From an optimization exercise on the open Yosys and OpenROAD flow, aimed at small area, a short achievable clock period and few clock cycles per item; shortcuts taken in it are not production practice. Where RTL was checked, it was by simulation tests only, not by an equivalence proof against the original. For runs 2 to 4, only the layout was checked, not whether the RTL still works.

## flow/design.v (module list and top-level ports; edited modules follow where they fit)
// module fx_mul_sat: 20 lines
// module fx_mul_hi: 2977 lines
// module velocity_reflector: 112 lines
module velocity_reflector #(
  parameter int unsigned WIDTH      = billiard_fx_pkg::WIDTH,
  parameter int unsigned FRAC_WIDTH = billiard_fx_pkg::FRAC_WIDTH
) (
  input  logic             clk,
  input  logic             rst_n,
  input  logic             in_valid,
  output logic             in_ready,
  input  logic [WIDTH-1:0] vx,
  input  logic [WIDTH-1:0] vy,
  input  logic [WIDTH-1:0] nx,
  input  logic [WIDTH-1:0] ny,
  output logic             out_valid,
  input  logic             out_ready,
  output logic [WIDTH-1:0] vx_out,
  output logic [WIDTH-1:0] vy_out,
  output logic             out_reflected,
  output logic             out_sat
);
  // ...
==> flow/run.sh <==
#!/bin/bash
# synth_recipe.tcl (not shown) runs the flow's synth.tcl, then flattens the netlist and writes it again
# the make line also repeats each setting of config.mk as NAME=value (left out here)
make -C /OpenROAD-flow-scripts/flow DESIGN_CONFIG=/design/flow/config.mk WORK_HOME=/design/flow/orfs CLKGATE_MAP_FILE= SYNTH_SCRIPT=/design/flow/synth_recipe.tcl finish
==> flow/config.mk <==
export PLATFORM = sky130hd
export DESIGN_NAME = velocity_reflector
export DESIGN_NICKNAME = velocity_reflector
export VERILOG_FILES = /design/flow/design.v
export SDC_FILE = /design/flow/constraint.sdc
export NUM_CORES = 4
export LEC_CHECK = 0
export ABC_AREA = 1
export CAP_MARGIN = 0
export CORE_MARGIN = 2
export CORE_UTILIZATION = 40
export PLACE_DENSITY = 0.6
export SETUP_SLACK_MARGIN = 5
export SLEW_MARGIN = 0
==> flow/constraint.sdc <==
create_clock -name core_clock -period 16.0 [get_ports {clk}]
set_input_delay 3.2000 -clock core_clock [delete_from_list [all_inputs] [get_ports {clk}]]
set_output_delay 3.2000 -clock core_clock [all_outputs]
set_load 0.01 [all_outputs]
==> metrics.yaml, run 1 <==
synthesis:
  synth_mux_area_frac: 0
  synthSimpleGateAreaFrac: 0.108
  ys_ff_latch: 327
  synth_warnings: 2
  synth_ff_type: "edfxtp_1"
  synth_compound_area_frac: 0.164
timing:
  hold-worst-slack_ps: 449
  finalMaxSlewViolations: 0
  tightest_slew_ps: 1300
  slew-limit-headroom: 0.125
outcome:
  outcome: "finished clean"
final_layout:
  fin_cells: 9356
  sh_seq_area: 0.124
  design_area_mm2: 0.0688
  n_clock_buffer: 51
  nNetsFinal: 8599
  layout_commonest_cell: "nand2_1"
place:
  port_buffers: 199
  place.gp.congestion: 1.00
  pre_cts_ws_ps: 2230
clock_tree:
  cts_buffers: 40
  tritoncts: "yes"
worst_setup_path:
  ff2ff_path_depth: 50
  path_class: "register to register"
  rr_startpoint: "w_b1[11]"
  crit_path_max_fanout: 31
  rrSetupSlack_ps: 5360
  worstSetupStartpoint: "w_b1[11]"
detailed_routing:
  met1_length_mm: 106
global_route:
  grt_max_degree: 75
  grt_use_met1: 0.461
  first_global_vias: 55844
hold_path:
  hold_path_end: "i_nx[17]"
floorplan:
  fp.dieW_um: 396
Testbench counts, summed over its fixed seeds: cycles 3,684, items 2,400.
==> module velocity_reflector, before the edit <==
module velocity_reflector #(
  parameter int unsigned WIDTH      = billiard_fx_pkg::WIDTH,
  parameter int unsigned FRAC_WIDTH = billiard_fx_pkg::FRAC_WIDTH
) (
  input  logic             clk,
  input  logic             rst_n,
  input  logic             in_valid,
  output logic             in_ready,
  input  logic [WIDTH-1:0] vx,
  input  logic [WIDTH-1:0] vy,
  input  logic [WIDTH-1:0] nx,
  input  logic [WIDTH-1:0] ny,
  output logic             out_valid,
  input  logic             out_ready,
  output logic [WIDTH-1:0] vx_out,
  output logic [WIDTH-1:0] vy_out,
  output logic             out_reflected,
  output logic             out_sat
);
  localparam logic [WIDTH-1:0] POS_LIM = {1'b0, {(WIDTH-1){1'b1}}};
  localparam logic [WIDTH-1:0] NEG_LIM = {1'b1, {(WIDTH-1){1'b0}}};
  logic             in_v;
  logic [WIDTH-1:0] i_vx, i_vy, i_nx, i_ny;
  logic             w_v, w_s2, w_sat;
  logic [WIDTH-1:0] w_a1, w_b1, w_a2, w_b2;
  logic             out_free, w_adv, w_to2, w_free;
  logic [WIDTH-1:0] n_a1, n_b1, n_a2, n_b2;
  logic [WIDTH-1:0] m1_y, m2_y;
  logic             m1_sat, m2_sat;
  logic [WIDTH:0]   sum, dif_x, dif_y;
  logic [WIDTH-1:0] d, k;
  logic             neg, dbl_sat;
  logic             sat_1, sat_2;
  function automatic logic [WIDTH:0] add_sat(input logic [WIDTH-1:0] a,
                                             input logic [WIDTH-1:0] b,
                                             input logic             sub);
    logic [WIDTH:0] s;
    if (sub) s = {a[WIDTH-1], a} - {b[WIDTH-1], b};
    else     s = {a[WIDTH-1], a} + {b[WIDTH-1], b};
    if (s[WIDTH] != s[WIDTH-1]) add_sat = {1'b1, (s[WIDTH] ? NEG_LIM : POS_LIM)};
    else                        add_sat = {1'b0, s[WIDTH-1:0]};
  endfunction
  fx_mul_sat #(.WIDTH(WIDTH), .FRAC_WIDTH(FRAC_WIDTH)) u_mul1 (
    .a(w_a1), .b(w_b1), .y(m1_y), .sat(m1_sat)
  );
  fx_mul_sat #(.WIDTH(WIDTH), .FRAC_WIDTH(FRAC_WIDTH)) u_mul2 (
    .a(w_a2), .b(w_b2), .y(m2_y), .sat(m2_sat)
  );
  always_comb begin
    sum     = add_sat(m1_y, m2_y, 1'b0);
    d       = sum[WIDTH-1:0];
    neg     = d[WIDTH-1];
    dbl_sat = d[WIDTH-1] != d[WIDTH-2];
    k       = dbl_sat ? (d[WIDTH-1] ? NEG_LIM : POS_LIM) : {d[WIDTH-2:0], 1'b0};
    sat_1   = m1_sat | m2_sat | sum[WIDTH] | (neg & dbl_sat);
  end
  always_comb begin
    dif_x = add_sat(vx_out, m1_y, 1'b1);
    dif_y = add_sat(vy_out, m2_y, 1'b1);
    sat_2 = w_sat | m1_sat | m2_sat | dif_x[WIDTH] | dif_y[WIDTH];
  end
  assign out_free = !out_valid || out_ready;
  assign w_adv    = w_v && out_free;
  assign w_to2    = w_adv && !w_s2 && neg;
  assign w_free   = !w_v || (w_adv && (w_s2 || !neg));
  assign in_ready = !in_v;
  assign n_a1 = in_v ? i_vx : vx;
  assign n_b1 = in_v ? i_nx : nx;
  assign n_a2 = in_v ? i_vy : vy;
  assign n_b2 = in_v ? i_ny : ny;
  always_ff @(posedge clk or negedge rst_n) begin
    if (!rst_n) begin
      in_v      <= 1'b0;
      w_v       <= 1'b0;
      w_s2      <= 1'b0;
      out_valid <= 1'b0;
    end else begin
      in_v <= (in_v || in_valid) && !w_free;
      if (w_free) begin
        w_v  <= in_v || in_valid;
        w_s2 <= 1'b0;
      end else if (w_to2) begin
        w_s2 <= 1'b1;
      end
      if (out_free) out_valid <= w_v && (w_s2 || !neg);
    end
  end
  always_ff @(posedge clk) begin
    if (in_ready) begin
      i_vx <= vx;
      i_vy <= vy;
      i_nx <= nx;
      i_ny <= ny;
    end
    if (w_to2) begin
      w_a1  <= k;
      w_a2  <= k;
      w_sat <= sat_1;
    end else if (w_free) begin
      w_a1 <= n_a1;
      w_b1 <= n_b1;
      w_a2 <= n_a2;
      w_b2 <= n_b2;
    end
    if (out_free) begin
      vx_out        <= w_s2 ? dif_x[WIDTH-1:0] : w_a1;
      vy_out        <= w_s2 ? dif_y[WIDTH-1:0] : w_a2;
      out_reflected <= w_s2;
      out_sat       <= w_s2 ? sat_2 : sat_1;
    end
  end
endmodule
==> run 2: changes to the inputs <==
--- a/flow/design.v
+++ b/flow/design.v
@@ -13,29 +13,12 @@
     DONE
   } state_t;
 endpackage
-module fx_mul_sat #(
-  parameter int unsigned WIDTH      = billiard_fx_pkg::WIDTH,
-  parameter int unsigned FRAC_WIDTH = billiard_fx_pkg::FRAC_WIDTH
-) (
-  input  logic [WIDTH-1:0] a,
-  input  logic [WIDTH-1:0] b,
-  output logic [WIDTH-1:0] y,
-  output logic             sat
-);
-  localparam int unsigned HI_W = 2 * WIDTH - FRAC_WIDTH;
-  localparam logic [WIDTH-1:0] POS_LIM = {1'b0, {(WIDTH-1){1'b1}}};
-  localparam logic [WIDTH-1:0] NEG_LIM = {1'b1, {(WIDTH-1){1'b0}}};
-  logic [HI_W-1:0] p;
-  fx_mul_hi u_core (.a(a), .b(b), .p(p));
-  always_comb begin
-    sat = ~((&p[HI_W-1:WIDTH-1]) | ~(|p[HI_W-1:WIDTH-1]));
-    if (sat) y = p[HI_W-1] ? NEG_LIM : POS_LIM;
-    else     y = p[WIDTH-1:0];
-  end
-endmodule
-module fx_mul_hi (
+module fx_mul_cs (
   input  logic [31:0] a,
   input  logic [31:0] b,
+  output logic [33:0] hs,
+  output logic [33:0] hc,
+  output logic lc,
   output logic [33:0] p
 );
   logic bneg0;
@@ -2971,44 +2954,49 @@
   logic xg111, xp111;
   assign xg111 = xg45 | (xp45 & xg109);
   assign xp111 = xp45 & xp109;
-  logic [33:0] hc;
-  assign hc[0] = xg28;
-  assign hc[1] = ag[30] | (ap[30] & xg28);
-  assign hc[2] = xg29 | (xp29 & xg28);
-  assign hc[3] = xg46 | (xp46 & xg28);
-  assign hc[4] = xg47 | (xp47 & xg28);
-  assign hc[5] = xg62 | (xp62 & xg28);
-  assign hc[6] = xg63 | (xp63 & xg28);
-  assign hc[7] = xg64 | (xp64 & xg28);
-  assign hc[8] = xg65 | (xp65 & xg28);
-  assign hc[9] = xg78 | (xp78 & xg28);
-  assign hc[10] = xg79 | (xp79 & xg28);
-  assign hc[11] = xg80 | (xp80 & xg28);
-  assign hc[12] = xg81 | (xp81 & xg28);
-  assign hc[13] = xg82 | (xp82 & xg28);
-  assign hc[14] = xg83 | (xp83 & xg28);
-  assign hc[15] = xg84 | (xp84 & xg28);
-  assign hc[16] = xg85 | (xp85 & xg28);
-  assign hc[17] = xg94 | (xp94 & xg28);
-  assign hc[18] = xg95 | (xp95 & xg28);
-  assign hc[19] = xg96 | (xp96 & xg28);
-  assign hc[20] = xg97 | (xp97 & xg28);
-  assign hc[21] = xg98 | (xp98 & xg28);
-  assign hc[22] = xg99 | (xp99 & xg28);
-  assign hc[23] = xg100 | (xp100 & xg28);
-  assign hc[24] = xg101 | (xp101 & xg28);
-  assign hc[25] = xg102 | (xp102 & xg28);
-  assign hc[26] = xg103 | (xp103 & xg28);
-  assign hc[27] = xg104 | (xp104 & xg28);
-  assign hc[28] = xg105 | (xp105 & xg28);
-  assign hc[29] = xg106 | (xp106 & xg28);
-  assign hc[30] = xg107 | (xp107 & xg28);
-  assign hc[31] = xg108 | (xp108 & xg28);
-  assign hc[32] = xg109 | (xp109 & xg28);
-  assign hc[33] = xg110 | (xp110 & xg28);
-  assign sum[63:30] = ap[63:30] ^ hc;
+  logic [33:0] hcy;
+  logic hc_0;
+  assign hc_0 = xg28;
+  assign hcy[0] = xg28;
+  assign hcy[1] = ag[30] | (ap[30] & xg28);
+  assign hcy[2] = xg29 | (xp29 & xg28);
+  assign hcy[3] = xg46 | (xp46 & xg28);
+  assign hcy[4] = xg47 | (xp47 & xg28);
+  assign hcy[5] = xg62 | (xp62 & xg28);
+  assign hcy[6] = xg63 | (xp63 & xg28);
+  assign hcy[7] = xg64 | (xp64 & xg28);
+  assign hcy[8] = xg65 | (xp65 & xg28);
+  assign hcy[9] = xg78 | (xp78 & xg28);
+  assign hcy[10] = xg79 | (xp79 & xg28);
+  assign hcy[11] = xg80 | (xp80 & xg28);
+  assign hcy[12] = xg81 | (xp81 & xg28);
+  assign hcy[13] = xg82 | (xp82 & xg28);
+  assign hcy[14] = xg83 | (xp83 & xg28);
+  assign hcy[15] = xg84 | (xp84 & xg28);
+  assign hcy[16] = xg85 | (xp85 & xg28);
+  assign hcy[17] = xg94 | (xp94 & xg28);
+  assign hcy[18] = xg95 | (xp95 & xg28);
+  assign hcy[19] = xg96 | (xp96 & xg28);
+  assign hcy[20] = xg97 | (xp97 & xg28);
+  assign hcy[21] = xg98 | (xp98 & xg28);
+  assign hcy[22] = xg99 | (xp99 & xg28);
+  assign hcy[23] = xg100 | (xp100 & xg28);
+  assign hcy[24] = xg101 | (xp101 & xg28);
+  assign hcy[25] = xg102 | (xp102 & xg28);
+  assign hcy[26] = xg103 | (xp103 & xg28);
+  assign hcy[27] = xg104 | (xp104 & xg28);
+  assign hcy[28] = xg105 | (xp105 & xg28);
+  assign hcy[29] = xg106 | (xp106 & xg28);
+  assign hcy[30] = xg107 | (xp107 & xg28);
+  assign hcy[31] = xg108 | (xp108 & xg28);
+  assign hcy[32] = xg109 | (xp109 & xg28);
+  assign hcy[33] = xg110 | (xp110 & xg28);
+  assign sum[63:30] = ap[63:30] ^ hcy;
   assign sum[29:0] = '0;
   assign p = sum[63:30];
+  assign hs = r0[63:30];
+  assign hc = r1[63:30];
+  assign lc = hc_0;
 endmodule
 module velocity_reflector #(
   parameter int unsigned WIDTH      = billiard_fx_pkg::WIDTH,
@@ -3037,39 +3025,71 @@
   logic [WIDTH-1:0] w_a1, w_b1, w_a2, w_b2;
   logic             out_free, w_adv, w_to2, w_free;
   logic [WIDTH-1:0] n_a1, n_b1, n_a2, n_b2;
-  logic [WIDTH-1:0] m1_y, m2_y;
-  logic             m1_sat, m2_sat;
-  logic [WIDTH:0]   sum, dif_x, dif_y;
-  logic [WIDTH-1:0] d, k;
-  logic             neg, dbl_sat;
-  logic             sat_1, sat_2;
-  function automatic logic [WIDTH:0] add_sat(input logic [WIDTH-1:0] a,
-                                             input logic [WIDTH-1:0] b,
-                                             input logic             sub);
-    logic [WIDTH:0] s;
-    if (sub) s = {a[WIDTH-1], a} - {b[WIDTH-1], b};
-    else     s = {a[WIDTH-1], a} + {b[WIDTH-1], b};
-    if (s[WIDTH] != s[WIDTH-1]) add_sat = {1'b1, (s[WIDTH] ? NEG_LIM : POS_LIM)};
-    else                        add_sat = {1'b0, s[WIDTH-1:0]};
-  endfunction
-  fx_mul_sat #(.WIDTH(WIDTH), .FRAC_WIDTH(FRAC_WIDTH)) u_mul1 (
-    .a(w_a1), .b(w_b1), .y(m1_y), .sat(m1_sat)
-  );
-  fx_mul_sat #(.WIDTH(WIDTH), .FRAC_WIDTH(FRAC_WIDTH)) u_mul2 (
-    .a(w_a2), .b(w_b2), .y(m2_y), .sat(m2_sat)
-  );
+  localparam int unsigned HW = 2 * WIDTH - FRAC_WIDTH;   
+  logic [HW-1:0]    p1, p2, hs1, hc1, hs2, hc2;
+  logic             lc1, lc2;
+  logic             m1_sat, m2_sat, m1_neg, m2_neg;
+  logic [WIDTH-1:0] f1, f2;
+  logic [WIDTH:0]   fs, dx, dy;
+  logic [WIDTH-1:0] d, k_main, k, r_x, r_y, vx_inc, vy_inc;
+  logic             neg_main, neg, dbl_sat, sat_1, sat_2, dx_sat, dy_sat;
+  fx_mul_cs u_mul1 (.a(w_a1), .b(w_b1), .hs(hs1), .hc(hc1), .lc(lc1), .p(p1));
+  fx_mul_cs u_mul2 (.a(w_a2), .b(w_b2), .hs(hs2), .hc(hc2), .lc(lc2), .p(p2));
+  assign m1_sat = ~((&p1[HW-1:WIDTH-1]) | ~(|p1[HW-1:WIDTH-1]));
+  assign m2_sat = ~((&p2[HW-1:WIDTH-1]) | ~(|p2[HW-1:WIDTH-1]));
+  assign m1_neg = p1[HW-1];
+  assign m2_neg = p2[HW-1];
+  assign f1     = p1[WIDTH-1:0];    
+  assign f2     = p2[WIDTH-1:0];
   always_comb begin
-    sum     = add_sat(m1_y, m2_y, 1'b0);
-    d       = sum[WIDTH-1:0];
-    neg     = d[WIDTH-1];
-    dbl_sat = d[WIDTH-1] != d[WIDTH-2];
-    k       = dbl_sat ? (d[WIDTH-1] ? NEG_LIM : POS_LIM) : {d[WIDTH-2:0], 1'b0};
-    sat_1   = m1_sat | m2_sat | sum[WIDTH] | (neg & dbl_sat);
+    fs       = hs1[WIDTH:0] + hc1[WIDTH:0] + hs2[WIDTH:0] + hc2[WIDTH:0]
+             + {{WIDTH{1'b0}}, lc1} + {{WIDTH{1'b0}}, lc2};
+    d        = (fs[WIDTH] != fs[WIDTH-1]) ? (fs[WIDTH] ? NEG_LIM : POS_LIM) : fs[WIDTH-1:0];
+    neg_main = fs[WIDTH];
+    dbl_sat  = d[WIDTH-1] != d[WIDTH-2];
+    k_main   = dbl_sat ? (d[WIDTH-1] ? NEG_LIM : POS_LIM) : {d[WIDTH-2:0], 1'b0};
+    neg      = neg_main;
+    k        = k_main;
+    if (m1_sat && m2_sat) begin
+      neg = m1_neg | m2_neg;
+      k   = (m1_neg & m2_neg) ? NEG_LIM : {{(WIDTH-1){1'b1}}, 1'b0};
+    end else if (m1_sat) begin
+      if (m1_neg) begin
+        neg = 1'b1;
+        k   = (!f2[WIDTH-1] && f2[WIDTH-2]) ? {f2[WIDTH-2:0], 1'b0} : NEG_LIM;
+      end else begin
+        neg = f2 == NEG_LIM;
+        k   = {{(WIDTH-1){1'b1}}, 1'b0};
+      end
+    end else if (m2_sat) begin
+      if (m2_neg) begin
+        neg = 1'b1;
+        k   = (!f1[WIDTH-1] && f1[WIDTH-2]) ? {f1[WIDTH-2:0], 1'b0} : NEG_LIM;
+      end else begin
+        neg = f1 == NEG_LIM;
+        k   = {{(WIDTH-1){1'b1}}, 1'b0};
+      end
+    end
+    sat_1 = m1_sat | m2_sat | (fs[WIDTH] != fs[WIDTH-1]) | (neg_main & dbl_sat);
   end
+  assign vx_inc = vx_out + 1'b1;
+  assign vy_inc = vy_out + 1'b1;
   always_comb begin
-    dif_x = add_sat(vx_out, m1_y, 1'b1);
-    dif_y = add_sat(vy_out, m2_y, 1'b1);
-    sat_2 = w_sat | m1_sat | m2_sat | dif_x[WIDTH] | dif_y[WIDTH];
+    dx     = {vx_out[WIDTH-1], vx_out} - hs1[WIDTH:0] - hc1[WIDTH:0] - {{WIDTH{1'b0}}, lc1};
+    dy     = {vy_out[WIDTH-1], vy_out} - hs2[WIDTH:0] - hc2[WIDTH:0] - {{WIDTH{1'b0}}, lc2};
+    dx_sat = dx[WIDTH] != dx[WIDTH-1];
+    dy_sat = dy[WIDTH] != dy[WIDTH-1];
+    r_x    = dx_sat ? (dx[WIDTH] ? NEG_LIM : POS_LIM) : dx[WIDTH-1:0];
+    r_y    = dy_sat ? (dy[WIDTH] ? NEG_LIM : POS_LIM) : dy[WIDTH-1:0];
+    if (m1_sat) begin
+      if (m1_neg) r_x = vx_out[WIDTH-1] ? {1'b0, vx_out[WIDTH-2:0]} : POS_LIM;
+      else        r_x = vx_out[WIDTH-1] ? NEG_LIM : {~vx_inc[WIDTH-1], vx_inc[WIDTH-2:0]};
+    end
+    if (m2_sat) begin
+      if (m2_neg) r_y = vy_out[WIDTH-1] ? {1'b0, vy_out[WIDTH-2:0]} : POS_LIM;
+      else        r_y = vy_out[WIDTH-1] ? NEG_LIM : {~vy_inc[WIDTH-1], vy_inc[WIDTH-2:0]};
+    end
+    sat_2 = w_sat | m1_sat | m2_sat | dx_sat | dy_sat;
   end
   assign out_free = !out_valid || out_ready;
   assign w_adv    = w_v && out_free;
@@ -3115,8 +3135,8 @@
       w_b2 <= n_b2;
     end
     if (out_free) begin
-      vx_out        <= w_s2 ? dif_x[WIDTH-1:0] : w_a1;
-      vy_out        <= w_s2 ? dif_y[WIDTH-1:0] : w_a2;
+      vx_out        <= w_s2 ? r_x : w_a1;
+      vy_out        <= w_s2 ? r_y : w_a2;
       out_reflected <= w_s2;
       out_sat       <= w_s2 ? sat_2 : sat_1;
     end
--- a/flow/config.mk
+++ b/flow/config.mk
@@ -6,9 +6,9 @@
 export NUM_CORES = 4
 export LEC_CHECK = 0
 export ABC_AREA = 1
-export CAP_MARGIN = 0
+export CAP_MARGIN = 20
 export CORE_MARGIN = 2
 export CORE_UTILIZATION = 40
 export PLACE_DENSITY = 0.6
 export SETUP_SLACK_MARGIN = 5
-export SLEW_MARGIN = 0
+export SLEW_MARGIN = 20
==> metrics.yaml, run 2 <==
detailed_routing:
  dr.pass1.iters: 8  # was 6
  ant_nets: 0  # unchanged
  wl_mm: 294  # was 258 mm
  avgViaCountPerCell: 5.98  # was 6.07
  first_iter_violations: 7555  # was 7568
  avgRoutedWirePerCell_um: 27.3  # was 27.5 um
  num_vias: 64380  # was 56.8k
  drc: 0  # unchanged
outcome:
  outcome: "finished clean"  # unchanged
timing:
  tightest_slew_ps: 1130  # was 1300 ps
  hold-worst-slack_ps: 449  # about the same
  setup_viol: 0  # unchanged
  slew-limit-headroom: 0.248  # was 0.125
  rsz0062_at_grt: "yes"  # unchanged
  finalMaxSlewViolations: 0  # unchanged
  hold_viol: 0  # unchanged
  fin_tns_setup_ps: 0  # unchanged
  finClkSkew_ps: 89.2  # was 39.5 ps
  max_freq_mhz: 93.9  # was 94.0 MHz
  final.period_utilization: 0.666  # was 0.665
  period_needed_ps: 10650  # was 10640 ps
worst_setup_path:
  critPathArrivalTime_ps: 11090  # was 11000 ps
  critPathSlowestCell: "fa_1"  # unchanged
  crit_path_max_fanout: 31  # unchanged
  max_stage_delay_ps: 570  # was 590 ps
  path_class: "register to register"  # unchanged
  required_ps: 16440  # was 16360 ps
  critPathLaunchType: "register"  # unchanged
  end_kind: "register"  # unchanged
  critical_path.most_common_cell: "nand2_1"  # unchanged
synthesis:
  synth.cell_area_mm2: 0.0689  # was 0.0615 mm2
  synth_edf_count: 195  # unchanged
  synth_area_leaders: "fa_1, xor2_1, nand2_1, o22ai_1, edfxtp_1"  # was fa_1, xor2_1, edfxtp_1, o22ai_1, nand2_1
  synthTopCellsByCount: "nand2_1, inv_1, xor2_1"  # was nand2_1, xor2_1, o22ai_1
  synthCells: 8577  # was 7357
  postSynthAreaPerCell_um2: 8.03  # was 8.37 um2
  synth_warnings: 1  # was 2
  synth_top_area_frac: 0.286  # was 0.278
  ys_ff_latch: 327  # unchanged
  yosysMostFrequentCell: "nand2_1"  # unchanged
  yosysSeqAreaShare: 0.124  # was 0.138
  synth_cell_type_count: 56  # was 58
  syn_nets: 10067  # was 8664
  synth_top_cell_by_area: "fa_1"  # unchanged
  synth-async-reset-ratio: 0.0122  # unchanged
  synth_ff_type: "edfxtp_1"  # unchanged
global_route:
  first_global_vias: 64593  # was 55.8k
  grt_max_degree: 105  # was 75
  grt_remaining_overflow: 0  # unchanged
  antenna_found_initial: 8  # was 12
  grt_first_pass_wirelength_mm: 428  # was 379 mm
  track_usage: 0.328  # was 0.322
final_layout:
  drive_above_1_share: 0.0547  # was 0.0882
  layout_common_cells: "nand2_1, xor2_1, inv_1, fa_1, o22ai_1"  # was nand2_1, xor2_1, o22ai_1, fa_1, inv_1
  layout_commonest_cell: "nand2_1"  # unchanged
  syn2layout_area_growth_pct: 9.45  # was 11.8%
  nNetsFinal: 9918  # was 8599
clock_tree:
  cts_sinks: 327  # unchanged
  clk_path_buf_depth: 3  # unchanged
  clock_latency_ps: 680  # was 640 ps
  h-tree-depth: 2  # unchanged
  hold_buffers: 0  # unchanged
  clk_pin_slew_ps: 60  # about the same
  tritoncts: "yes"  # unchanged
  cts_root_buf: "clkbuf_16"  # unchanged
  cts_buffers: 40  # unchanged
floorplan:
  num_rows: 152  # was 143
  die_area_mm2: 0.176  # was 0.157 mm2
  start_util: 0.402  # was 0.404
  core_mm2: 0.171  # was 0.152 mm2
  fp.dieW_um: 419  # was 396 um
  io_pins: 200  # unchanged
  die_h_um: 419  # was 396 um
place:
  dpl.hpwl_mm: 213  # was 183 mm
  port_buffers: 199  # unchanged
  place.gp.congestion: 0.982  # was 1.00
hold_path:
  hold_path_class: "register to register"  # unchanged
job:
  maxCapViolCount: 0  # unchanged
[run 2: cell families after synthesis]
kind of cell | count (synthesis) | synth area share
fa+ha+maj | 1358 | 0.354
buf+inv | 1720 | 0.0957
compound gates | 1776 | 0.152
simple gates | 2315 | 0.137
xor+xnor | 1081 | 0.137
flops | 327 | 0.124
[run 2: final cells by class]
type	instances	area [um2]
fillers	17063	95900
multi-input cells	6534	54200
flip-flops and latches	327	8530
repair buffers	439	4220
inverters	1082	4140
well taps	2310	2890
clock buffers	55	1110
clock inverters	19	259
repair inverters	4	25.0
diodes	3	7.51
[run 2: timing repair]
action | 4_1_cts | 5_1_grt
gates cloned | 2 | 9
setup endpoints to repair | 195 | 164
buffers inserted | 32 | 25
pin swaps | 0 | 11
gates resized for setup | 61 | 106
[run 2: worst max-delay path, delay by kind of cell (launching register included)]
kind | cells | cell delay, ps
AND/OR/NAND/NOR | 22 | 2890
AO/OA/AOI/OAI | 6 | 1140
buffers and inverters | 8 | 1430
XOR/XNOR | 1 | 240
flip-flops | 1 | 360
adder cells (fa/ha/maj) | 10 | 4310
[run 2: path summary, 6_finish.rpt]
path,start,endpoint,slack (ps),cells past startpoint
setup reg to reg,w_b1[21],w_a2[10],5350,47
hold reg to reg,i_nx[13],i_nx[13],450,2
hold / removal,i_nx[13],i_nx[13],450,2
min in group asynchronous,rst_n,w_s2,2820,1
setup / recovery,w_b1[21],w_a2[10],5350,47
max in group asynchronous,rst_n,out_valid,12840,1
[run 2: per-stage QoR]
stage | instances | worst slack [ps] | instance area (um2) | utilization
after detailed placement | 10628 | 3650 | 72800 | 0.425
after global routing | 10771 | 4970 | 75400 | 0.440
after floorplan | 8577 | 5580 | 68900 | -
final | 10773 | 5350 | 75400 | 0.440
after CTS | 10736 | 5000 | 74600 | 0.436
after global placement | 10627 | 3590 | 72700 | 0.424
[run 2: layer usage]
layer | vias to the layer above | GRT usage | wire length [um]
met3 | 1049 | 0.0728 | 31300
met4 | 20 | 0.192 | 21100
met5 | - | 0 | 129
li1 | 27774 | - | -
met1 | 31375 | 0.418 | 111000
met2 | 4162 | 0.508 | 130000
==> run 3: changes to the inputs <==
==> flow/flow/run.sh (new file) <==
#!/bin/bash
set -euo pipefail
MARGIN=$(cat flow/margin.txt)
bash standard.sh SETUP_SLACK_MARGIN=$MARGIN finish > standard_flow.log 2>&1
==> flow/flow/margin.txt (new file) <==
8
==> flow/standard.sh (new file) <==
#!/bin/bash
# synth_recipe.tcl (not shown) runs the flow's synth.tcl, then flattens the netlist and writes it again
# the make line also repeats each setting of config.mk as NAME=value (left out here)
make -C /OpenROAD-flow-scripts/flow DESIGN_CONFIG=/design/flow/config.mk WORK_HOME=/design/flow/orfs CLKGATE_MAP_FILE= SYNTH_SCRIPT=/design/flow/synth_recipe.tcl "${@:-finish}"
--- a/flow/config.mk
+++ b/flow/config.mk
@@ -10,5 +10,4 @@
 export CORE_MARGIN = 2
 export CORE_UTILIZATION = 40
 export PLACE_DENSITY = 0.6
-export SETUP_SLACK_MARGIN = 5
 export SLEW_MARGIN = 20
removed: flow/run.sh
==> metrics.yaml, run 3 <==
synthesis:
  synthSimpleGateAreaFrac: 0.137  # unchanged
  synth_area_leaders: "fa_1, xor2_1, nand2_1, o22ai_1, edfxtp_1"  # unchanged
  synth_cell_type_count: 56  # unchanged
  synthXorXnorAreaFrac: 0.137  # unchanged
  synthCells: 8577  # unchanged
  synthTopCellsByCount: "nand2_1, inv_1, xor2_1"  # unchanged
  yosysSeqAreaShare: 0.124  # unchanged
  synth_warnings: 1  # unchanged
  synth_top_area_frac: 0.286  # unchanged
  ys_ff_latch: 327  # unchanged
  synth_ff_type: "edfxtp_1"  # unchanged
  syn_nets: 10067  # unchanged
  synth_fa_ha_area_frac: 0.354  # unchanged
  synth_mux_area_frac: 0  # unchanged
  postSynthAreaPerCell_um2: 8.03  # unchanged
  synth_edf_count: 195  # unchanged
  synth_top_family_by_area: "adder cells"  # unchanged
  synth-async-reset-ratio: 0.0122  # unchanged
  synth.cell_area_mm2: 0.0689  # unchanged
  synth_top_cell_by_area: "fa_1"  # unchanged
  yosysMostFrequentCell: "nand2_1"  # unchanged
  synth_compound_area_frac: 0.152  # unchanged
floorplan:
  fp.dieW_um: 419  # unchanged
  die_area_mm2: 0.176  # unchanged
  io_pins: 200  # unchanged
  start_util: 0.402  # unchanged
  core_mm2: 0.171  # unchanged
  die_h_um: 419  # unchanged
  num_rows: 152  # unchanged
detailed_routing:
  ant_nets: 0  # unchanged
  avgViaCountPerCell: 6.15  # was 5.98
  drc: 0  # unchanged
  wl_mm: 324  # was 294 mm
  avgRoutedWirePerCell_um: 29.0  # was 27.3 um
  num_vias: 68611  # was 64.4k
  dr.pass1.iters: 8  # unchanged
  first_iter_violations: 8929  # was 7555
global_route:
  grt_busiest_layer: "met2"  # unchanged
  grt_first_pass_wirelength_mm: 460  # was 428 mm
  use_met2: 0.544  # was 0.508
  grt_use_met3: 0.0992  # was 0.0728
  antenna_found_initial: 7  # was 8
  grt_remaining_overflow: 0  # unchanged
  grt_use_met1: 0.445  # was 0.418
  track_usage: 0.356  # was 0.328
  grt_max_degree: 108  # was 105
  first_global_vias: 67111  # was 64.6k
timing:
  setup_viol: 0  # unchanged
  fin_tns_setup_ps: 0  # unchanged
  finalMaxSlewViolations: 0  # unchanged
  max_freq_mhz: 108  # was 93.9 MHz
  rsz0062_at_grt: "yes"  # unchanged
  finClkSkew_ps: 75.7  # was 89.2 ps
  layout_setup_ws_ps: 6760  # was 5350 ps
  slew-limit-headroom: 0.235  # was 0.248
  hold_viol: 0  # unchanged
  final.period_utilization: 0.578  # was 0.666
  period_needed_ps: 9240  # was 10650 ps
  tightest_slew_ps: 1150  # was 1130 ps
clock_tree:
  clk_pin_slew_ps: 70  # was 60 ps
  clock_latency_ps: 680  # about the same
  h-tree-depth: 2  # unchanged
  cts_root_buf: "clkbuf_16"  # unchanged
  tritoncts: "yes"  # unchanged
  cts_buffers: 41  # was 40
  clk_path_buf_depth: 3  # unchanged
  cts_sinks: 327  # unchanged
final_layout:
  nNetsFinal: 10298  # was 9918
  layout_common_cells: "nand2_1, xor2_1, inv_1, o22ai_1, fa_1"  # was nand2_1, xor2_1, inv_1, fa_1, o22ai_1
  syn2layout_area_growth_pct: 21.5  # was 9.45%
  layout_commonest_cell: "nand2_1"  # unchanged
  fillers: 16219  # was 17.1k
  utilization: 0.488  # was 0.440
  design_area_mm2: 0.0837  # was 0.0754 mm2
  multi_input_area_mm2: 0.0571  # was 0.0542 mm2
  fin_cells: 11154  # was 10.8k
  seq_area_mm2: 0.00853  # about the same
  drive_above_1_share: 0.152  # was 0.0547
worst_setup_path:
  max_stage_delay_ps: 730  # was 570 ps
  critPathLaunchType: "register"  # unchanged
  critical_path.most_common_cell: "nand2_1"  # unchanged
  path_class: "register to register"  # unchanged
  path_delay_family: "adder cells"  # unchanged
  critPathSlowestCell: "fa_2"  # was fa_1
  end_kind: "register"  # unchanged
  crit_path_max_fanout: 15  # was 31
  critPathArrivalTime_ps: 9800  # was 11090 ps
  cp_num_buf_inv: 6  # was 8
  required_ps: 16560  # was 16440 ps
place:
  dpl.cell_count: 10612  # about the same
  placed_cell_area_mm2: 0.0730  # was 0.0728 mm2
  port_buffers: 199  # unchanged
  place.gp.congestion: 1.01  # was 0.982
  pre_cts_ws_ps: 4320  # was 3650 ps
  dpl.hpwl_mm: 217  # was 213 mm
hold_path:
  hold_path_class: "register to register"  # unchanged
outcome:
  outcome: "finished clean"  # unchanged
job:
  maxCapViolCount: 0  # unchanged
==> run 3: final timing paths <==
kind                       startpoint  endpoint  slack, ps  cells after the start
setup / recovery              w_b1[5]  w_a2[17]       6760                     40
hold / removal               i_nx[30]  i_nx[30]        450                      2
setup reg to reg              w_b1[5]  w_a2[17]       6760                     40
hold reg to reg              i_nx[30]  i_nx[30]        450                      2
max in group asynchronous       rst_n      in_v      12880                      1
min in group asynchronous       rst_n       w_v       2780                      1
==> run 3: logic make-up after synthesis <==
group | after synthesis
buffers and inverters | 1720
xor gates and xnor gates | 1081
DFF | 327
adders and majority gates | 1358
and+or+nand+nor | 2315
AOI/OAI and AO/OA | 1776
==> run 3: routing by layer <==
layer	share of wire	vias up	routed length [um]
met5	0.00059	-	191
met4	0.083	14	26700
met3	0.12	1382	39700
met2	0.43	5088	140000
met1	0.36	33526	118000
li1	-	28601	-
==> run 3: repair_timing <==
item,4_1_cts,5_1_grt
hold buffers,0,0
gates cloned,74,19
setup buffers,254,115
gates resized for setup,704,326
pin swaps,183,170
endpoints found under the setup margin,261,261
==> run 3: final cells by class <==
class,instances,share of cell area
clock inverter,24,0.00242
tap,2310,0.0345
timing repair buffer,790,0.111
sequential,327,0.102
inverter,1082,0.0527
multi-input combinational,6556,0.682
antenna,3,0.0000897
clock buffer,52,0.0139
timing repair inverter,10,0.00143
==> run 3: worst min-delay path, cell delays in order, from the launching register on <==
cell and delay, ps:
dfxtp_1 300, nand2_1 40, nand2_1 70
==> run 3: per-stage QoR <==
step	hold WS (ps)
CTS	449
global placement	429
detailed placement	432
floorplan	414
finish	445
global route	460
==> run 4: changes to the inputs <==
--- a/flow/design.v
+++ b/flow/design.v
@@ -3017,128 +3017,157 @@
   output logic             out_reflected,
   output logic             out_sat
 );
+  localparam int unsigned HW = 2 * WIDTH - FRAC_WIDTH;   
+  localparam int unsigned NB = 4;                        
   localparam logic [WIDTH-1:0] POS_LIM = {1'b0, {(WIDTH-1){1'b1}}};
   localparam logic [WIDTH-1:0] NEG_LIM = {1'b1, {(WIDTH-1){1'b0}}};
-  logic             in_v;
-  logic [WIDTH-1:0] i_vx, i_vy, i_nx, i_ny;
-  logic             w_v, w_s2, w_sat;
-  logic [WIDTH-1:0] w_a1, w_b1, w_a2, w_b2;
-  logic             out_free, w_adv, w_to2, w_free;
-  logic [WIDTH-1:0] n_a1, n_b1, n_a2, n_b2;
-  localparam int unsigned HW = 2 * WIDTH - FRAC_WIDTH;   
-  logic [HW-1:0]    p1, p2, hs1, hc1, hs2, hc2;
+  logic [NB-1:0]    bv;       
+  logic [NB-1:0]    bw;       
+  logic [NB-1:0]    bd;       
+  logic [NB-1:0]    b_refl, b_sat;
+  logic [WIDTH-1:0] b_vx [NB];
+  logic [WIDTH-1:0] b_vy [NB];
+  logic [WIDTH-1:0] b_nx [NB];
+  logic [WIDTH-1:0] b_ny [NB];
+  logic [1:0]       tail, head, iss;    
+  logic             p_v;
+  logic [1:0]       p_bank;
+  logic [WIDTH-1:0] p_k;
+  logic [1:0]       a_bank;
+  logic             a_v, a_op2;
+  logic [WIDTH-1:0] m1_a, m1_b, m2_a, m2_b;
+  logic [HW-1:0]    hs1, hc1, hs2, hc2, p1_unused, p2_unused;
   logic             lc1, lc2;
-  logic             m1_sat, m2_sat, m1_neg, m2_neg;
-  logic [WIDTH-1:0] f1, f2;
-  logic [WIDTH:0]   fs, dx, dy;
-  logic [WIDTH-1:0] d, k_main, k, r_x, r_y, vx_inc, vy_inc;
-  logic             neg_main, neg, dbl_sat, sat_1, sat_2, dx_sat, dy_sat;
-  fx_mul_cs u_mul1 (.a(w_a1), .b(w_b1), .hs(hs1), .hc(hc1), .lc(lc1), .p(p1));
-  fx_mul_cs u_mul2 (.a(w_a2), .b(w_b2), .hs(hs2), .hc(hc2), .lc(lc2), .p(p2));
+  logic             s_v, s_op2;
+  logic [1:0]       s_bank;
+  logic [HW-1:0]    s_hs1, s_hc1, s_hs2, s_hc2;
+  logic             s_lc1, s_lc2;
+  logic [HW-1:0]    p1, p2;
+  logic [WIDTH-1:0] f1, f2, d, k, r_x, r_y, s_vx, s_vy;
+  logic [WIDTH:0]   sum, dif_x, dif_y;
+  logic             m1_sat, m2_sat, neg, dbl_sat, sat_1, sat_2, s_sat;
+  logic             s_done, s_to2;
+  logic [WIDTH-1:0] res_x, res_y;
+  logic             res_refl, res_sat;
+  logic             out_free, take_bank, take_byp, take;
+  function automatic logic [WIDTH:0] add_sat(input logic [WIDTH-1:0] a,
+                                             input logic [WIDTH-1:0] b,
+                                             input logic             sub);
+    logic [WIDTH:0] s;
+    if (sub) s = {a[WIDTH-1], a} - {b[WIDTH-1], b};
+    else     s = {a[WIDTH-1], a} + {b[WIDTH-1], b};
+    if (s[WIDTH] != s[WIDTH-1]) add_sat = {1'b1, (s[WIDTH] ? NEG_LIM : POS_LIM)};
+    else                        add_sat = {1'b0, s[WIDTH-1:0]};
+  endfunction
+  assign a_op2  = p_v;
+  assign a_bank = p_v ? p_bank : iss;
+  assign a_v    = p_v || bw[iss];
+  assign m1_a   = p_v ? p_k : b_vx[iss];
+  assign m2_a   = p_v ? p_k : b_vy[iss];
+  assign m1_b   = b_nx[a_bank];
+  assign m2_b   = b_ny[a_bank];
+  fx_mul_cs u_mul1 (.a(m1_a), .b(m1_b), .hs(hs1), .hc(hc1), .lc(lc1), .p(p1_unused));
+  fx_mul_cs u_mul2 (.a(m2_a), .b(m2_b), .hs(hs2), .hc(hc2), .lc(lc2), .p(p2_unused));
+  assign p1     = s_hs1 + s_hc1 + {{(HW-1){1'b0}}, s_lc1};
+  assign p2     = s_hs2 + s_hc2 + {{(HW-1){1'b0}}, s_lc2};
   assign m1_sat = ~((&p1[HW-1:WIDTH-1]) | ~(|p1[HW-1:WIDTH-1]));
   assign m2_sat = ~((&p2[HW-1:WIDTH-1]) | ~(|p2[HW-1:WIDTH-1]));
-  assign m1_neg = p1[HW-1];
-  assign m2_neg = p2[HW-1];
-  assign f1     = p1[WIDTH-1:0];    
-  assign f2     = p2[WIDTH-1:0];
+  assign f1     = m1_sat ? (p1[HW-1] ? NEG_LIM : POS_LIM) : p1[WIDTH-1:0];
+  assign f2     = m2_sat ? (p2[HW-1] ? NEG_LIM : POS_LIM) : p2[WIDTH-1:0];
+  assign s_vx   = b_vx[s_bank];
+  assign s_vy   = b_vy[s_bank];
+  assign s_sat  = b_sat[s_bank];
   always_comb begin
-    fs       = hs1[WIDTH:0] + hc1[WIDTH:0] + hs2[WIDTH:0] + hc2[WIDTH:0]
-             + {{WIDTH{1'b0}}, lc1} + {{WIDTH{1'b0}}, lc2};
-    d        = (fs[WIDTH] != fs[WIDTH-1]) ? (fs[WIDTH] ? NEG_LIM : POS_LIM) : fs[WIDTH-1:0];
-    neg_main = fs[WIDTH];
-    dbl_sat  = d[WIDTH-1] != d[WIDTH-2];
-    k_main   = dbl_sat ? (d[WIDTH-1] ? NEG_LIM : POS_LIM) : {d[WIDTH-2:0], 1'b0};
-    neg      = neg_main;
-    k        = k_main;
-    if (m1_sat && m2_sat) begin
-      neg = m1_neg | m2_neg;
-      k   = (m1_neg & m2_neg) ? NEG_LIM : {{(WIDTH-1){1'b1}}, 1'b0};
-    end else if (m1_sat) begin
-      if (m1_neg) begin
-        neg = 1'b1;
-        k   = (!f2[WIDTH-1] && f2[WIDTH-2]) ? {f2[WIDTH-2:0], 1'b0} : NEG_LIM;
-      end else begin
-        neg = f2 == NEG_LIM;
-        k   = {{(WIDTH-1){1'b1}}, 1'b0};
-      end
-    end else if (m2_sat) begin
-      if (m2_neg) begin
-        neg = 1'b1;
-        k   = (!f1[WIDTH-1] && f1[WIDTH-2]) ? {f1[WIDTH-2:0], 1'b0} : NEG_LIM;
-      end else begin
-        neg = f1 == NEG_LIM;
-        k   = {{(WIDTH-1){1'b1}}, 1'b0};
-      end
-    end
-    sat_1 = m1_sat | m2_sat | (fs[WIDTH] != fs[WIDTH-1]) | (neg_main & dbl_sat);
+    sum     = add_sat(f1, f2, 1'b0);
+    d       = sum[WIDTH-1:0];
+    neg     = d[WIDTH-1];
+    dbl_sat = d[WIDTH-1] != d[WIDTH-2];
+    k       = dbl_sat ? (d[WIDTH-1] ? NEG_LIM : POS_LIM) : {d[WIDTH-2:0], 1'b0};
+    sat_1   = m1_sat | m2_sat | sum[WIDTH] | (neg & dbl_sat);
   end
-  assign vx_inc = vx_out + 1'b1;
-  assign vy_inc = vy_out + 1'b1;
   always_comb begin
-    dx     = {vx_out[WIDTH-1], vx_out} - hs1[WIDTH:0] - hc1[WIDTH:0] - {{WIDTH{1'b0}}, lc1};
-    dy     = {vy_out[WIDTH-1], vy_out} - hs2[WIDTH:0] - hc2[WIDTH:0] - {{WIDTH{1'b0}}, lc2};
-    dx_sat = dx[WIDTH] != dx[WIDTH-1];
-    dy_sat = dy[WIDTH] != dy[WIDTH-1];
-    r_x    = dx_sat ? (dx[WIDTH] ? NEG_LIM : POS_LIM) : dx[WIDTH-1:0];
-    r_y    = dy_sat ? (dy[WIDTH] ? NEG_LIM : POS_LIM) : dy[WIDTH-1:0];
-    if (m1_sat) begin
-      if (m1_neg) r_x = vx_out[WIDTH-1] ? {1'b0, vx_out[WIDTH-2:0]} : POS_LIM;
-      else        r_x = vx_out[WIDTH-1] ? NEG_LIM : {~vx_inc[WIDTH-1], vx_inc[WIDTH-2:0]};
-    end
-    if (m2_sat) begin
-      if (m2_neg) r_y = vy_out[WIDTH-1] ? {1'b0, vy_out[WIDTH-2:0]} : POS_LIM;
-      else        r_y = vy_out[WIDTH-1] ? NEG_LIM : {~vy_inc[WIDTH-1], vy_inc[WIDTH-2:0]};
-    end
-    sat_2 = w_sat | m1_sat | m2_sat | dx_sat | dy_sat;
+    dif_x = add_sat(s_vx, f1, 1'b1);
+    dif_y = add_sat(s_vy, f2, 1'b1);
+    r_x   = dif_x[WIDTH-1:0];
+    r_y   = dif_y[WIDTH-1:0];
+    sat_2 = s_sat | m1_sat | m2_sat | dif_x[WIDTH] | dif_y[WIDTH];
   end
-  assign out_free = !out_valid || out_ready;
-  assign w_adv    = w_v && out_free;
-  assign w_to2    = w_adv && !w_s2 && neg;
-  assign w_free   = !w_v || (w_adv && (w_s2 || !neg));
-  assign in_ready = !in_v;
-  assign n_a1 = in_v ? i_vx : vx;
-  assign n_b1 = in_v ? i_nx : nx;
-  assign n_a2 = in_v ? i_vy : vy;
-  assign n_b2 = in_v ? i_ny : ny;
+  assign s_to2    = s_v && !s_op2 && neg;
+  assign s_done   = s_v && (s_op2 || !neg);
+  assign res_x    = s_op2 ? r_x : s_vx;
+  assign res_y    = s_op2 ? r_y : s_vy;
+  assign res_refl = s_op2;
+  assign res_sat  = s_op2 ? sat_2 : sat_1;
+  assign out_free  = !out_valid || out_ready;
+  assign take_bank = out_free && bd[head];
+  assign take_byp  = out_free && !bd[head] && s_done && (s_bank == head);
+  assign take      = take_bank || take_byp;
+  assign in_ready  = !bv[tail];
   always_ff @(posedge clk or negedge rst_n) begin
     if (!rst_n) begin
-      in_v      <= 1'b0;
-      w_v       <= 1'b0;
-      w_s2      <= 1'b0;
+      bv        <= '0;
+      bw        <= '0;
+      bd        <= '0;
+      tail      <= '0;
+      head      <= '0;
+      iss       <= '0;
+      p_v       <= 1'b0;
+      s_v       <= 1'b0;
       out_valid <= 1'b0;
     end else begin
-      in_v <= (in_v || in_valid) && !w_free;
-      if (w_free) begin
-        w_v  <= in_v || in_valid;
-        w_s2 <= 1'b0;
-      end else if (w_to2) begin
-        w_s2 <= 1'b1;
+      if (!p_v && bw[iss]) begin
+        bw[iss] <= 1'b0;
+        iss     <= iss + 2'd1;
+      end
+      p_v <= s_to2;
+      s_v <= a_v;
+      if (s_done && !take_byp) bd[s_bank] <= 1'b1;
+      if (take) begin
+        bv[head] <= 1'b0;
+        bd[head] <= 1'b0;
+        head     <= head + 2'd1;
+      end
+      if (out_free) out_valid <= take;
+      if (in_valid && in_ready) begin
+        bv[tail] <= 1'b1;
+        bw[tail] <= 1'b1;
+        tail     <= tail + 2'd1;
       end
-      if (out_free) out_valid <= w_v && (w_s2 || !neg);
     end
   end
   always_ff @(posedge clk) begin
-    if (in_ready) begin
-      i_vx <= vx;
-      i_vy <= vy;
-      i_nx <= nx;
-      i_ny <= ny;
-    end
-    if (w_to2) begin
-      w_a1  <= k;
-      w_a2  <= k;
-      w_sat <= sat_1;
-    end else if (w_free) begin
-      w_a1 <= n_a1;
-      w_b1 <= n_b1;
-      w_a2 <= n_a2;
-      w_b2 <= n_b2;
+    s_op2  <= a_op2;
+    s_bank <= a_bank;
+    s_hs1  <= hs1;
+    s_hc1  <= hc1;
+    s_lc1  <= lc1;
+    s_hs2  <= hs2;
+    s_hc2  <= hc2;
+    s_lc2  <= lc2;
+    if (s_to2) begin
+      p_bank <= s_bank;
+      p_k    <= k;
+    end
+    for (int i = 0; i < NB; i++) begin
+      if (in_ready && tail == 2'(i)) begin
+        b_vx[i] <= vx;
+        b_vy[i] <= vy;
+        b_nx[i] <= nx;
+        b_ny[i] <= ny;
+      end else if (s_done && !take_byp && s_bank == 2'(i)) begin
+        b_vx[i]   <= res_x;
+        b_vy[i]   <= res_y;
+        b_refl[i] <= res_refl;
+        b_sat[i]  <= res_sat;
+      end else if (s_to2 && s_bank == 2'(i)) begin
+        b_sat[i] <= sat_1;
+      end
     end
-    if (out_free) begin
-      vx_out        <= w_s2 ? r_x : w_a1;
-      vy_out        <= w_s2 ? r_y : w_a2;
-      out_reflected <= w_s2;
-      out_sat       <= w_s2 ? sat_2 : sat_1;
+    if (take) begin
+      vx_out        <= take_bank ? b_vx[head]   : res_x;
+      vy_out        <= take_bank ? b_vy[head]   : res_y;
+      out_reflected <= take_bank ? b_refl[head] : res_refl;
+      out_sat       <= take_bank ? b_sat[head]  : res_sat;
     end
   end
 endmodule
==> flow/flow/margin.txt (replaced) <==
10
==> metrics.yaml, run 4 <==
outcome:
  outcome: "finished clean"  # unchanged
timing:
  setup_viol: 0  # unchanged
  period_needed_ps: 7330  # was 9240 ps
  hold_viol: 0  # unchanged
  final.period_utilization: 0.458  # was 0.578
  slew-limit-headroom: 0.0439  # was 0.235
  finalMaxSlewViolations: 0  # unchanged
  finClkSkew_ps: 95.5  # was 75.7 ps
  hold-worst-slack_ps: 487  # was 445 ps
  rsz0062_at_grt: "yes"  # unchanged
  max_freq_mhz: 136  # was 108 MHz
  tightest_slew_ps: 1430  # was 1150 ps
  fin_tns_setup_ps: 0  # unchanged
  layout_setup_ws_ps: 8670  # was 6760 ps
hold_path:
  hold_path_class: "register to register"  # unchanged
  hp-start: "bw[2]"  # was i_nx[30]
synthesis:
  synthCells: 10117  # was 8577
  yosysSeqAreaShare: 0.255  # was 0.124
  syn_nets: 11442  # was 10.1k
  synthTopCellsByCount: "nand2_1, xor2_1, o22ai_1"  # was nand2_1, inv_1, xor2_1
  synth_top_cell_by_area: "edfxtp_1"  # was fa_1
  synth_ff_type: "edfxtp_1"  # unchanged
  synth.cell_area_mm2: 0.0858  # was 0.0689 mm2
  yosysMostFrequentCell: "nand2_1"  # unchanged
  synth_cell_type_count: 57  # was 56
  ys_ff_latch: 778  # was 327
  synth_top_area_frac: 0.217  # was 0.286
  synth_edf_count: 620  # was 195
  postSynthAreaPerCell_um2: 8.48  # was 8.03 um2
  synth-async-reset-ratio: 0.0270  # was 0.0122
  synth_area_leaders: "edfxtp_1, fa_1, xor2_1, nand2_1, o22ai_1"  # was fa_1, xor2_1, nand2_1, o22ai_1, edfxtp_1
  synth_warnings: 5  # was 1
clock_tree:
  cts_sinks: 778  # was 327
  clk_pin_slew_ps: 70  # about the same
  cts_root_buf: "clkbuf_16"  # unchanged
  hold_buffers: 0  # unchanged
  tritoncts: "yes"  # unchanged
  clock_latency_ps: 770  # was 680 ps
  cts_buffers: 85  # was 41
  h-tree-depth: 3  # was 2
  clk_path_buf_depth: 3  # unchanged
global_route:
  grt_first_pass_wirelength_mm: 563  # was 460 mm
  antenna_found_initial: 47  # was 7
  track_usage: 0.351  # was 0.356
  first_global_vias: 82036  # was 67.1k
  grt_remaining_overflow: 0  # unchanged
  grt_max_degree: 89  # was 108
detailed_routing:
  drc: 0  # unchanged
  ant_nets: 0  # unchanged
  num_vias: 84293  # was 68.6k
  dr.pass1.iters: 8  # unchanged
  first_iter_violations: 13049  # was 8929
  avgRoutedWirePerCell_um: 30.3  # was 29.0 um
  avgViaCountPerCell: 6.33  # was 6.15
  wl_mm: 404  # was 324 mm
floorplan:
  start_util: 0.401  # was 0.402
  core_mm2: 0.214  # was 0.171 mm2
  die_area_mm2: 0.218  # was 0.176 mm2
  io_pins: 200  # unchanged
  die_h_um: 467  # was 419 um
  fp.dieW_um: 467  # was 419 um
  num_rows: 170  # was 152
worst_setup_path:
  end_kind: "register"  # unchanged
  critPathLaunchType: "register"  # unchanged
  path_class: "register to register"  # unchanged
  critPathArrivalTime_ps: 7930  # was 9800 ps
  worstSetupStartpoint: "p_v"  # was w_b1[5]
  crit_path_max_fanout: 32  # was 15
  rr_startpoint: "p_v"  # was w_b1[5]
  required_ps: 16600  # was 16560 ps
place:
  dpl.hpwl_mm: 237  # was 217 mm
  port_buffers: 199  # unchanged
  pre_cts_ws_ps: 5880  # was 4320 ps
  dpl.cell_count: 12621  # was 10.6k
  place.gp.congestion: 1.00  # was 1.01
final_layout:
  syn2layout_area_growth_pct: 22.9  # was 21.5%
  fillers: 19700  # was 16.2k
  fin_cells: 13310  # was 11.2k
  layout_common_cells: "nand2_1, xor2_1, inv_1, o22ai_1, fa_1"  # unchanged
  drive_above_1_share: 0.166  # was 0.152
  layout_commonest_cell: "nand2_1"  # unchanged
  nNetsFinal: 11710  # was 10.3k
job:
  maxCapViolCount: 0  # unchanged
## run 4: cell types whose count changed in the layout (fill, tap and decap cells not counted), moves of 161 or more
cell,before,now
o22ai_2,9,170
nand3_1,186,535
o21ai_0,233,460
fa_1,927,731
edfxtp_1,195,620
nand2_1,1443,1940
## run 4: worst max-delay path: stages, from the launching register on
cell,delay (ps)
dfrtp_4,510
buf_4,230
inv_6,120
nor2_1,850
a21oi_1,270
inv_1,180
buf_4,510
o22ai_1,240
xor2_1,250
fa_1,490
fa_2,410
fa_1,510
fa_1,570
inv_2,50
fa_1,530
ha_4,290
nand4_1,80
inv_1,60
nand4_1,240
buf_4,250
a21oi_4,200
a2111oi_4,60
nand2_2,180
## run 4: final timing paths
path | endpoint | slack [ps] | cells past startpoint
worst min-delay path | bw[2] | 490 | 2
worst max register to register | s_lc1 | 8670 | 22
worst max-delay path | s_lc1 | 8670 | 22
worst min register to register | bw[2] | 490 | 2
max in group asynchronous | p_v | 13200 | 1
min in group asynchronous | bv[2] | 2410 | 1
## run 4: layout make-up
type / instances / area [um2] / area share
Sequential cell: 778 / 21900 / 0.208
Inverter: 951 / 3910 / 0.0371
Timing Repair Buffer: 863 / 11000 / 0.104
Timing Repair inverter: 12 / 153 / 0.00145
Antenna cell: 15 / 37.5 / 0.000356
Multi-Input combinational cell: 7694 / 62000 / 0.588
Tap cell: 2838 / 3550 / 0.0337
Clock inverter: 52 / 517 / 0.00490
Clock buffer: 107 / 2360 / 0.0223
## run 4: cell families after synthesis
| family | Yosys count | share of synthesized area |
|---|---|---|
| AOI/OAI and AO/OA | 2180 | 0.152 |
| xor gates and xnor gates | 1134 | 0.116 |
| adders and majority gates | 1193 | 0.249 |
| buffers and inverters | 1692 | 0.0790 |
| DFF | 778 | 0.255 |
| and+or+nand+nor | 3140 | 0.149 |
## run 4: what timing repair did
action | 4_1_cts | 5_1_grt
pin swaps | 176 | 311
gates cloned | 104 | 42
setup buffers | 203 | 165
setup endpoints to repair | 857 | 699
resized for setup | 854 | 601
## run 4: routing by layer
metal	global-route usage	share of wire
met4	0.230	0.086
met5	0	0.00082
met1	0.441	0.35
met3	0.124	0.15
met2	0.509	0.41
## run 4: per-stage QoR
step	area, um2	utilization
2_1_floorplan	86100	-
3_3_place_gp	90300	0.422
3_5_place_dp	90300	0.422
4_1_cts	101000	0.471
5_1_grt	105000	0.493
6_report	105000	0.493

==> what the ideal ports hide <==
No port has a modelled driver above. Below, the same layouts with a new extraction and two added sets of constraints.
Step 1 assumes that a clkbuf_16 drives the clock port and a buf_2 every other input.
Step 2 also shifts input and output timing later by t, the mid clock arrival at the registers, as if the neighbouring blocks saw the same clock.
Slacks: no drivers / after step 1 / after step 2; pairs: no drivers / after step 1.
run | shift t [ns] | setup WS [ns] | hold WS [ns] | worst data-port slew with drivers (ns) | cell pins on the clock port's net
run 1 | 0.685 | 5.359 / 5.359 / 5.359 | 0.449 / 0.449 / 0.449 | 0.10 | 1
run 2 | 0.717 | 5.350 / 5.350 / 5.350 | 0.449 / 0.449 / 0.449 | 0.09 | 1
run 3 | 0.728 | 6.760 / 6.760 / 6.760 | 0.445 / 0.445 / 0.445 | 0.11 | 1
run 4 | 0.821 | 8.670 / 8.670 / 8.670 | 0.487 / 0.487 / 0.487 | 0.25 | 1
After both steps every run listed still meets setup and hold.
